Source: an optimization exercise on an open RTL-to-GDS flow (aim: small area, a short achievable clock period and few clock cycles). Production flows keep margins and buffers that such runs may drop. Function was not checked in any run shown here: the RTL went through the layout flow alone. Power figures rest on the tool's default switching activity, not on a simulated workload.

==> flow/design.v, too long to show whole: its modules and the start of the top module <==
// module requant_argmax_pipe: 1498 lines
module requant_argmax_pipe #(
  parameter int ACC_W       = 25,
  parameter int OUT_W       = 8,
  parameter int MULT_W      = 16,
  parameter int SHIFT_W     = 5,
  parameter int NUM_CLASSES = 10,
  parameter int IDX_W       = $clog2(NUM_CLASSES)
) (
  input  logic                     clk,
  input  logic                     rst_n,
  input  logic                     cfg_load,
  input  logic signed [ACC_W-1:0]  cfg_bias,
  input  logic        [MULT_W-1:0] cfg_mult,
  input  logic       [SHIFT_W-1:0] cfg_shift,
  input  logic                     cfg_round,
  input  logic signed [OUT_W-1:0]  cfg_offset,
  input  logic signed [OUT_W-1:0]  cfg_min,
  input  logic signed [OUT_W-1:0]  cfg_max,
  output logic                     busy,
  input  logic                     in_valid,
  output logic                     in_ready,
  input  logic signed [ACC_W-1:0]  in_data,
  input  logic                     in_last,
  output logic                     out_valid,
  input  logic                     out_ready,
  output logic signed [OUT_W-1:0]  out_data,
  output logic                     out_last,
  output logic                     argmax_valid,
  output logic        [IDX_W-1:0]  argmax_idx,
  output logic signed [OUT_W-1:0]  argmax_val
);
  // ...
==> flow/flow/run.sh <==
#!/bin/bash
# The standard ORFS layout (standard.sh), with two changes to how it is
# made: repair_timing aims for 8.5 ns of setup slack at the design's clock
# period, and the port buffers are buf_2.
set -euo pipefail
bash standard.sh SETUP_SLACK_MARGIN=8.5 "BUFFER_PORTS_ARGS=-buffer_cell sky130_fd_sc_hd__buf_2" finish > standard_flow.log 2>&1
==> flow/standard.sh <==
#!/bin/bash
# synth_recipe.tcl (not shown) runs the flow's synth.tcl, then flattens the netlist and writes it again
# the make line also repeats each setting of config.mk as NAME=value (left out here)
make -C /OpenROAD-flow-scripts/flow DESIGN_CONFIG=/design/flow/config.mk WORK_HOME=/design/flow/orfs CLKGATE_MAP_FILE= SYNTH_SCRIPT=/design/flow/synth_recipe.tcl "${@:-finish}"
==> flow/config.mk <==
export PLATFORM = sky130hd
export DESIGN_NAME = requant_argmax_pipe
export DESIGN_NICKNAME = requant_argmax_pipe
export VERILOG_FILES = /design/flow/design.v
export SDC_FILE = /design/flow/constraint.sdc
export NUM_CORES = 4
export LEC_CHECK = 0
export CAP_MARGIN = 20
export CORE_MARGIN = 2
export CORE_UTILIZATION = 40
export CTS_CLUSTER_DIAMETER = 80
export CTS_CLUSTER_SIZE = 25
export SLEW_MARGIN = 20
==> flow/constraint.sdc <==
create_clock -name core_clock -period 12.0 [get_ports {clk}]
set_input_delay 2.4000 -clock core_clock [delete_from_list [all_inputs] [get_ports {clk}]]
set_output_delay 2.4000 -clock core_clock [all_outputs]
set_load 0.01 [all_outputs]
==> flow_summary.json, run 1 <==
{
  "vias_per_cell": 5.73,
  "worst_hold_slack_ps": 334,
  "grt-ovfl-total": 0,
  "reg2reg_to": "u_q[9]",
  "avgSynthCellArea_um2": 9.36,
  "cts.path.max_buffers": 3,
  "status": "complete, no violations",
  "place_inst": 3682,
  "synth.largest_area_cell": "dfxtp_1",
  "clock_area_share_pct": 2.74,
  "clkLatencyLatePin_ps": 580,
  "fillers": 6362,
  "grt_use_met2_pct": 37.7,
  "die_w_um": 263,
  "synth_edf_count": 54,
  "wl_met3_mm": 5.17,
  "start_util_pct": 40.6,
  "area_dominant_class": "multi-input combinational cells",
  "cts_made_buffers": 22,
  "p_clk_uw": 928,
  "path_max_fanout": 4,
  "port_buffers": 126,
  "crit_family": "compound AO/OA/AOI/OAI gates",
  "syn-cell-area_um2": 26800,
  "met2_length_mm": 37.1,
  "synthAdderAreaFrac_pct": 21.6,
  "powerComb_mw": 3.80
}
==> run 2, diff against run 1 <==
--- a/flow/design.v
+++ b/flow/design.v
@@ -1168,20 +1168,17 @@
   logic mul_w391;
   logic mul_w392;
   assign mul_w391 = mul_y8[25] ^ 1'b1;
   assign mul_w392 = mul_y8[25] & 1'b1;
   assign pa = {mul_w391, mul_w389, mul_w387, mul_w385, mul_w383, mul_w381, mul_w379, mul_w377, mul_w375, mul_w373, mul_w371, mul_w369, mul_w367, mul_w365, mul_w363, mul_w361, mul_w359, mul_w357, mul_w355, mul_w353, mul_w351, mul_w349, mul_w347, mul_w345, mul_w343, mul_w341, mul_w339, mul_w337, mul_w335, mul_w333, mul_w331, mul_w329, mul_w327, mul_w325, mul_w323, mul_w321, mul_w319, mul_w317, mul_w315, mul_w313, mul_y0[1], mul_y0[0]};
   assign pb = {mul_w390, mul_w388, mul_w386, mul_w384, mul_w382, mul_w380, mul_w378, mul_w376, mul_w374, mul_w372, mul_w370, mul_w368, mul_w366, mul_w364, mul_w362, mul_w360, mul_w358, mul_w356, mul_w354, mul_w352, mul_w350, mul_w348, mul_w346, mul_w344, mul_w342, mul_w340, mul_w338, mul_w336, mul_w334, mul_w332, mul_w330, mul_w328, mul_w326, mul_w324, mul_w322, mul_w320, mul_w318, mul_w316, mul_w314, mul_neg1, 1'b0, mul_neg0};
   logic signed [41:0] p;
   logic        [41:0] x0;
-  logic        [25:0] x1;
   logic        [17:0] x2;
-  logic        [13:0] x3;
-  logic        [11:0] x4;
   logic        [10:0] x5;
   logic        [32:0] msk;
   logic               sg, fits_d;
   logic [41:0] cpa_g0, cpa_p0;
   assign cpa_g0 = pa_q & pb_q;
   assign cpa_p0 = pa_q ^ pb_q;
   logic cpa_G1; assign cpa_G1 = cpa_g0[1] | (cpa_p0[1] & cpa_g0[0]);
   logic cpa_G2; assign cpa_G2 = cpa_g0[3] | (cpa_p0[3] & cpa_g0[2]);
@@ -1351,21 +1348,22 @@
   logic cpa_G102; assign cpa_G102 = cpa_G60 | (cpa_P60 & cpa_G95);
   logic cpa_G103; assign cpa_G103 = cpa_G61 | (cpa_P61 & cpa_G95);
   logic cpa_G104; assign cpa_G104 = cpa_G78 | (cpa_P78 & cpa_G95);
   logic cpa_G105; assign cpa_G105 = cpa_G79 | (cpa_P79 & cpa_G95);
   assign p = {(cpa_p0[41] ^ cpa_G104), (cpa_p0[40] ^ cpa_G103), (cpa_p0[39] ^ cpa_G102), (cpa_p0[38] ^ cpa_G101), (cpa_p0[37] ^ cpa_G100), (cpa_p0[36] ^ cpa_G99), (cpa_p0[35] ^ cpa_G98), (cpa_p0[34] ^ cpa_G97), (cpa_p0[33] ^ cpa_G96), (cpa_p0[32] ^ cpa_G95), (cpa_p0[31] ^ cpa_G94), (cpa_p0[30] ^ cpa_G93), (cpa_p0[29] ^ cpa_G92), (cpa_p0[28] ^ cpa_G91), (cpa_p0[27] ^ cpa_G90), (cpa_p0[26] ^ cpa_G89), (cpa_p0[25] ^ cpa_G88), (cpa_p0[24] ^ cpa_G87), (cpa_p0[23] ^ cpa_G86), (cpa_p0[22] ^ cpa_G85), (cpa_p0[21] ^ cpa_G84), (cpa_p0[20] ^ cpa_G83), (cpa_p0[19] ^ cpa_G82), (cpa_p0[18] ^ cpa_G81), (cpa_p0[17] ^ cpa_G80), (cpa_p0[16] ^ cpa_G69), (cpa_p0[15] ^ cpa_G68), (cpa_p0[14] ^ cpa_G67), (cpa_p0[13] ^ cpa_G66), (cpa_p0[12] ^ cpa_G65), (cpa_p0[11] ^ cpa_G64), (cpa_p0[10] ^ cpa_G63), (cpa_p0[9] ^ cpa_G62), (cpa_p0[8] ^ cpa_G45), (cpa_p0[7] ^ cpa_G44), (cpa_p0[6] ^ cpa_G43), (cpa_p0[5] ^ cpa_G42), (cpa_p0[4] ^ cpa_G23), (cpa_p0[3] ^ cpa_G22), (cpa_p0[2] ^ cpa_G1), (cpa_p0[1] ^ cpa_g0[0]), (cpa_p0[0])};
   always_comb begin
     sg     = p[41];
     x0     = {p[40:0], 1'b0};
-    x1     = shift_q[4] ? x0[41:16] : x0[25:0];
-    x2     = shift_q[3] ? x1[25:8] : x1[17:0];
-    x3     = shift_q[2] ? x2[17:4] : x2[13:0];
-    x4     = shift_q[1] ? x3[13:2] : x3[11:0];
-    x5     = shift_q[0] ? x4[11:1] : x4[10:0];
+    x2     = '0;
+    for (int j = 0; j < 4; j++)
+      x2 = x2 | (x0[8*j +: 18] & {18{shift_q[4:3] == 2'(j)}});
+    x5     = '0;
+    for (int j = 0; j < 8; j++)
+      x5 = x5 | (x2[j +: 11] & {11{shift_q[2:0] == 3'(j)}});
     for (int j = 0; j < 33; j++) msk[j] = (6'(j) >= {1'b0, shift_q});
     fits_d = (&(p[41:9] | ~msk)) || !(|(p[41:9] & msk));
   end
   logic signed [11:0] kx, hi_d, lo_d, hi_q, lo_q;
   logic               mm_q;
   logic        [8:0]  t9;
   logic               gt, lt, selmax, selmin;
   logic signed [7:0]  res;
==> run 2 against run 1 <==
Compared with the run above: maximum frequency down 20%; utilization is 0.27 points higher; sequential power about the same; count of clock-buffer cells in the layout increased by 4; global-route usage is 0.63 points higher; clock skew increased by 8.4 ps; critical path depth grew 5; first-iteration DRC count up 8.7%; largest power group unchanged.
==> flow_summary.json, run 2 <==
{
  "status": "complete, no violations",
  "post_drt_wl_per_cell_um": 20.6,
  "clkLatencyLatePin_ps": 620,
  "drive_gt1_share_pct": 15.6,
  "grt_usage_pct": 22.3,
  "largestRegisters": "mem_q x54, pa_q x42, pb_q x41",
  "clockRootBuffer": "clkbuf_16",
  "nets": 3393,
  "worst_hold_slack_ps": 338,
  "postCtsHoldBufs": 0,
  "grt_max_degree": 76,
  "htreeDepth": 1,
  "power_density_nw_per_um2": 224,
  "place_hpwl_mm": 56.7,
  "final-hold-violation-count": 0,
  "port_buffers": 126,
  "utilization_pct": 45.6,
  "clock-sinks": 369,
  "finalWorstSetupSlack_ps": 7200,
  "synth_common_cells": "dfxtp_1 (315), inv_1 (262), nand2_1 (260)",
  "vdd_drop_max_mv": 0.123,
  "cp_data_required_time_ps": 12560,
  "layout_common_cells": "nand2_1 (258), a22oi_1 (257), inv_1 (256)",
  "cap_violations": 0,
  "finClkSkew_ps": 30.2,
  "yosysSeqAreaShare_pct": 29.4,
  "drtIter0Drc": 1812,
  "dr_total_vias": 21868,
  "cts_made_buffers": 27,
  "tightest_slew_ps": 909,
  "max_slew_margin_pct": 39.3,
  "synth_ff_type": "dfxtp_1",
  "first_pass_iters": 6,
  "synth_cells": 2914,
  "fin_crit_sh_pct": 40.0,
  "critPathKind": "flop to flop",
  "cp-start-kind": "flop",
  "avgSynthCellArea_um2": 9.24,
  "yosys_warnings": 2,
  "synth.largest_area_cell": "dfxtp_1",
  "critPathArrivalTime_ps": 5350,
  "seq_area_um2": 8040,
  "synth_top_area_share_pct": 23.4,
  "grt_pass1_wl_mm": 125,
  "gp_congestion": 0.906,
  "grt_pass1_vias": 22867,
  "placed_cell_area_um2": 28200,
  "synth_area_leaders": "dfxtp_1 (23%), fa_1 (13%), ha_1 (8.2%), a22oi_1 (7.2%), edfxtp_1 (6.0%)",
  "grt-ovfl-total": 0,
  "placementRows": 95,
  "start_util_pct": 40.2,
  "hp-class": "flop to flop",
  "p_leak_nw": 12.6,
  "path_max_fanout": 4,
  "async_reset_ff_share_pct": 0,
  "die-area_um2": 69400,
  "place_inst": 3734,
  "synth_fp_nets": 3371,
  "routed_wl_mm": 78.9,
  "cts.path.max_buffers": 3,
  "fp.coreArea_um2": 66900,
  "finalPower_mw": 6.83,
  "final_area_um2": 30500,
  "finalSetupViolations": 0,
  "tns_ps": 0,
  "die_w_um": 263,
  "num_io_pins": 127,
  "maxSlewViolCount": 0,
  "pre_cts_slack_ps": 6660,
  "synth_edf_count": 54,
  "rsz0062_at_grt": "true",
  "ant_nets": 0,
  "cp-end-kind": "flop",
  "cts_tree": "built",
  "antenna_found_initial": 2,
  "fmax_mhz": 208,
  "multi_input_area_um2": 17900,
  "cts.clk_slew.worst_paths_ps": 100,
  "die_h_um": 263,
  "synth_most_common_cell": "dfxtp_1",
  "final_cells": 3832,
  "layout_commonest_cell": "nand2_1",
  "drc_errors": 0,
  "ys_types": 86,
  "vias_per_cell": 5.71,
  "fillers": 6318,
  "area_delta_synth_final_pct": 13.3,
  "largest_reg_flops": 54,
  "ys_seq_elements": 369,
  "top_register": "mem_q",
  "syn-cell-area_um2": 26900,
  "min_period_ps": 4800
}
## run 2: cell count changes in the layout (fill, tap and decap cells not counted), moves of 7 or more
| cell | delta |
|---|---|
| a21oi_1 | +32 |
| nor2_1 | +7 |
| a211oi_1 | -9 |
| dfxtp_1 | -16 |
| a31oi_1 | -7 |
| buf_2 | -19 |
| buf_6 | +21 |
| dfxtp_2 | +19 |
| o21ai_0 | -18 |
| a21oi_2 | +7 |
| a221o_1 | +10 |
## run 2: kinds of logic after synthesis
kind of cell	Yosys count	synth area share, %
AOI/OAI and AO/OA	763	20.2
xor gates and xnor gates	288	9.37
adders and majority gates	356	21.5
buffers and inverters	478	6.69
DFF	369	29.4
muxes	53	2.31
and+or+nand+nor	607	10.5
## run 2: path summary, 6_finish.rpt
path             from     end  slack (ps)  depth (start not counted)
min              ld_q    ls_q         340                          0
max          pa_q[22]  fits_q        7200                         19
max reg2reg  pa_q[22]  fits_q        7200                         19
min reg2reg      ld_q    ls_q         340                          0
## run 2: layer usage
layer / vias up / GRT usage [%] / share of wire, %
met5: - / 0 / 0
met4: 0 / 8.62 / 4.1
met1: 10679 / 27.6 / 41
li1: 10125 / - / -
met2: 826 / 39.4 / 49
met3: 238 / 2.95 / 6.0
## run 2: layout make-up
class	count	share of cell area, %
multi-input cells	2067	58.6
clock inverters	21	1.07
flip-flops and latches	369	26.3
inverters	266	3.28
repair buffers	205	4.89
clock buffers	29	2.24
well taps	873	3.58
diodes	2	0.0164
## run 2: power by group
group / internal (mW) / switching [mW]
Clock: 0.484 / 0.554
Sequential: 1.57 / 0.252
Combinational: 1.71 / 2.26
Total: 3.76 / 3.06
## run 2: repair_timing
item | in CTS | in global routing
gates resized for setup | 166 | 69
setup endpoints to repair | 134 | 101
gates cloned | 0 | 1
setup buffers | 41 | 4
pin swaps | 41 | 8
## run 2: critical path, cell delays in order (launching register included)
cell and delay (ps):
dfxtp_2 340, ha_4 260, a21oi_2 170, a21boi_1 130, a311o_2 390, o31a_1 350, or3_4 340, fa_2 390
xor2_4 190, nor2_2 110, o32a_1 140, o211ai_1 90, nor4_2 230, o211ai_1 120, or4_1 540, a2111o_1 380
nor4_2 150, nand4b_1 150, nor4_2 160, a31o_1 130
==> run 3, diff against run 2 <==
==> flow/flow/run.sh (replaced) <==
#!/bin/bash
# The standard ORFS layout (standard.sh), with two changes to how it is
# made: repair_timing aims for 8.7 ns of setup slack at the design's clock
# period, and the port buffers are buf_2.
set -euo pipefail
bash standard.sh SETUP_SLACK_MARGIN=8.7 "BUFFER_PORTS_ARGS=-buffer_cell sky130_fd_sc_hd__buf_2" finish > standard_flow.log 2>&1
==> run 3 against run 2 <==
Compared with the run above: sequential power hardly changed; critical path depth is 1 higher; sequential cell count stayed put; clock power hardly changed; clock skew is 5.7 ps higher; area after synthesis stayed put; still clean; die area stayed put; count of clock-buffer cells in the layout stayed put; highest routed layer unchanged; setup slack better by 55 ps; wire length is 4.9% higher; combinational power is 4% higher; utilization is 1.7 points higher; critical endpoint unchanged; largest cell class unchanged.
==> flow_summary.json, run 3 <==
{
  "path_max_fanout": 6,
  "cp-end-kind": "flop",
  "synth_fp_nets": 3371,
  "cap_violations": 0,
  "drc_errors": 0,
  "vdd_drop_max_mv": 0.176,
  "tightest_slew_ps": 860,
  "largest_reg_flops": 54,
  "vias_per_cell": 5.78,
  "place_hpwl_mm": 56.3,
  "place_inst": 3734,
  "die-area_um2": 69400,
  "fillers": 6197,
  "max_slew_margin_pct": 42.6,
  "ant_nets": 0,
  "seq_area_um2": 8130,
  "routed_wl_mm": 82.7,
  "grt-ovfl-total": 0,
  "syn-cell-area_um2": 26900,
  "synth_top_area_share_pct": 23.4,
  "drtIter0Drc": 1854,
  "rsz0062_at_grt": "true",
  "dr_total_vias": 22347,
  "fmax_mhz": 211,
  "grt_pass1_vias": 23010,
  "critPathArrivalTime_ps": 5310,
  "synth_edf_count": 54,
  "p_leak_nw": 12.9,
  "num_antenna_cells": 0,
  "cts.clk_slew.worst_paths_ps": 100,
  "area_delta_synth_final_pct": 17.5,
  "cts.path.max_buffers": 3,
  "finalSetupViolations": 0,
  "fin_crit_sh_pct": 39.5,
  "power_density_nw_per_um2": 220,
  "layout_common_cells": "nand2_1 (257), inv_1 (251), dfxtp_1 (238)",
  "hp-class": "flop to flop",
  "port_buffers": 126,
  "num_io_pins": 127,
  "start_util_pct": 40.2,
  "clkLatencyLatePin_ps": 620,
  "async_reset_ff_share_pct": 0,
  "fp.coreArea_um2": 66900,
  "yosysSeqAreaShare_pct": 29.4,
  "avgSynthCellArea_um2": 9.24,
  "worst_hold_slack_ps": 324,
  "grt_pass1_wl_mm": 128,
  "min_period_ps": 4740,
  "die_h_um": 263,
  "synth_most_common_cell": "dfxtp_1",
  "ys_seq_elements": 369,
  "post_drt_wl_per_cell_um": 21.4,
  "htreeDepth": 1,
  "cts_made_buffers": 27,
  "antenna_found_initial": 0,
  "yosys_warnings": 2,
  "largestRegisters": "mem_q x54, pa_q x42, pb_q x41",
  "top_register": "mem_q",
  "clockRootBuffer": "clkbuf_16",
  "cp_data_required_time_ps": 12570,
  "drive_gt1_share_pct": 19.7,
  "synth_area_leaders": "dfxtp_1 (23%), fa_1 (13%), ha_1 (8.2%), a22oi_1 (7.2%), edfxtp_1 (6.0%)",
  "synth.largest_area_cell": "dfxtp_1",
  "cp-start-kind": "flop",
  "critPathKind": "flop to flop",
  "synth_cells": 2914,
  "placementRows": 95,
  "ys_types": 86,
  "first_pass_iters": 5,
  "final-hold-violation-count": 0,
  "tns_ps": 0,
  "final_cells": 3864,
  "multi_input_area_um2": 18300,
  "status": "complete, no violations",
  "grt_usage_pct": 23.0,
  "synth_common_cells": "dfxtp_1 (315), inv_1 (262), nand2_1 (260)",
  "nets": 3427,
  "gp_congestion": 0.920,
  "grt_max_degree": 77,
  "synth_ff_type": "dfxtp_1",
  "clock-sinks": 369,
  "maxSlewViolCount": 0,
  "layout_commonest_cell": "nand2_1",
  "finClkSkew_ps": 35.9,
  "cts_tree": "built",
  "die_w_um": 263
}
==> run 3: cell types whose count changed in the layout (fill, tap and decap cells not counted), sizes merged <==
cell      previous run  this run
buf                204       227
bufinv               1         0
inv                276       280
and2                43        46
clkinv               9         7
clkinvlp             1         0
bufbuf               0         1
diode                2         0
clkbuf              30        37
==> run 3: report_power, final <==
group	switching (mW)	internal, mW
Combinational	2.32	1.79
Sequential	0.269	1.57
Clock	0.559	0.463
Total	3.15	3.83
==> run 3: logic make-up after synthesis <==
family,Yosys count,share of synthesized area (%)
xor+xnor,288,9.37
compound gates,763,20.2
simple gates,607,10.5
buf+inv,478,6.69
fa+ha+maj,356,21.5
mux,53,2.31
flops,369,29.4
==> run 3: path summary, 6_finish.rpt <==
check             startpoint  endpoint  slack (ps)  depth (start not counted)
setup / recovery    pa_q[20]    fits_q        7260                         20
hold / removal          ld_q      ls_q         320                          0
setup reg to reg    pa_q[20]    fits_q        7260                         20
hold reg to reg         ld_q      ls_q         320                          0
==> run 3: through the flow <==
stage | setup slack, ps | utilization (%) | area, µm² | power (mW)
4_1_cts | 7170 | 45.5 | 30500 | 6.73
2_1_floorplan | 7320 | - | 27200 | 4.34
3_5_place_dp | 6710 | 42.2 | 28300 | 5.43
6_report | 7260 | 47.3 | 31600 | 6.98
5_1_grt | 6970 | 47.3 | 31600 | 7.47
3_3_place_gp | 6770 | 42.2 | 28300 | 5.37
==> run 3: worst max-delay path: stages, from the launching register on <==
cell      delay (ps)
dfxtp_2          340
ha_4             260
and3_4           190
and4_4           200
and2b_2          200
o21a_1           130
o31a_1           340
or3_4            340
fa_2             380
xor2_4           180
nor2_2           120
o32a_1           160
o211ai_1         100
nor4_2           150
o211ai_1         120
or4_4            530
a2111o_1         370
nor4_2           140
nand4b_1         160
nor4_2           170
a31o_1           130
==> run 3: metal layers <==
layer  vias up  wire length, µm  global-route usage (%)
li1      10185                -                       -
met1     11019            33600                    28.6
met2       918            40400                    40.0
met3       225             5290                    3.29
met4         0             3480                    9.22
met5         -                0                       0
==> run 3: what timing repair did <==
action                     in CTS  in global routing
hold buffers                    0                  0
pin swaps                      41                 71
resized for setup             230                184
setup buffers                  33                 35
setup endpoints to repair     206                189
cloned                          7                  5
==> run 3: final cells by class <==
class                           count  area share (%)
Multi-Input combinational cell   2070            58.0
Sequential cell                   369            25.7
Timing Repair Buffer              236            6.60
Tap cell                          873            3.45
Inverter                          266            3.20
Clock buffer                       29            2.16
Clock inverter                     21           0.921

[what the ideal ports hide]
The results above use ideal ports. As a check the final layouts listed here were re-extracted and re-timed, cells and wires unchanged. Step 1: set_driving_cell puts a clkbuf_16 on clk and a buf_2 on each other input, an assumption about the parent block. Step 2 moves the port delays by t, midway between the first and last clock arrival at a register: inputs arrive t later, outputs are due t later. That takes back most of the time a late clock gives input paths. a / b / c = no drivers / after step 1 / after step 2; a / b = the first two.
run | shift t [ns] | slack for setup (ns) | worst setup path at the end | slew at the worst register clock pin (ns) | worst data-port slew with drivers (ns)
run 1 | 0.627 | 8.153 / 8.153 / 7.985 | input to register | 0.10 / 0.10 | 0.11
run 2 | 0.665 | 7.203 / 7.203 / 7.203 | register to register | 0.10 / 0.10 | 0.08
run 3 | 0.666 | 7.258 / 7.258 / 7.258 | register to register | 0.10 / 0.10 | 0.07
After both steps setup and hold are still met in every run listed. For run 1, which loses most, drivers alone change the setup slack by 0.000 ns; drivers and shift together by -0.168 ns.
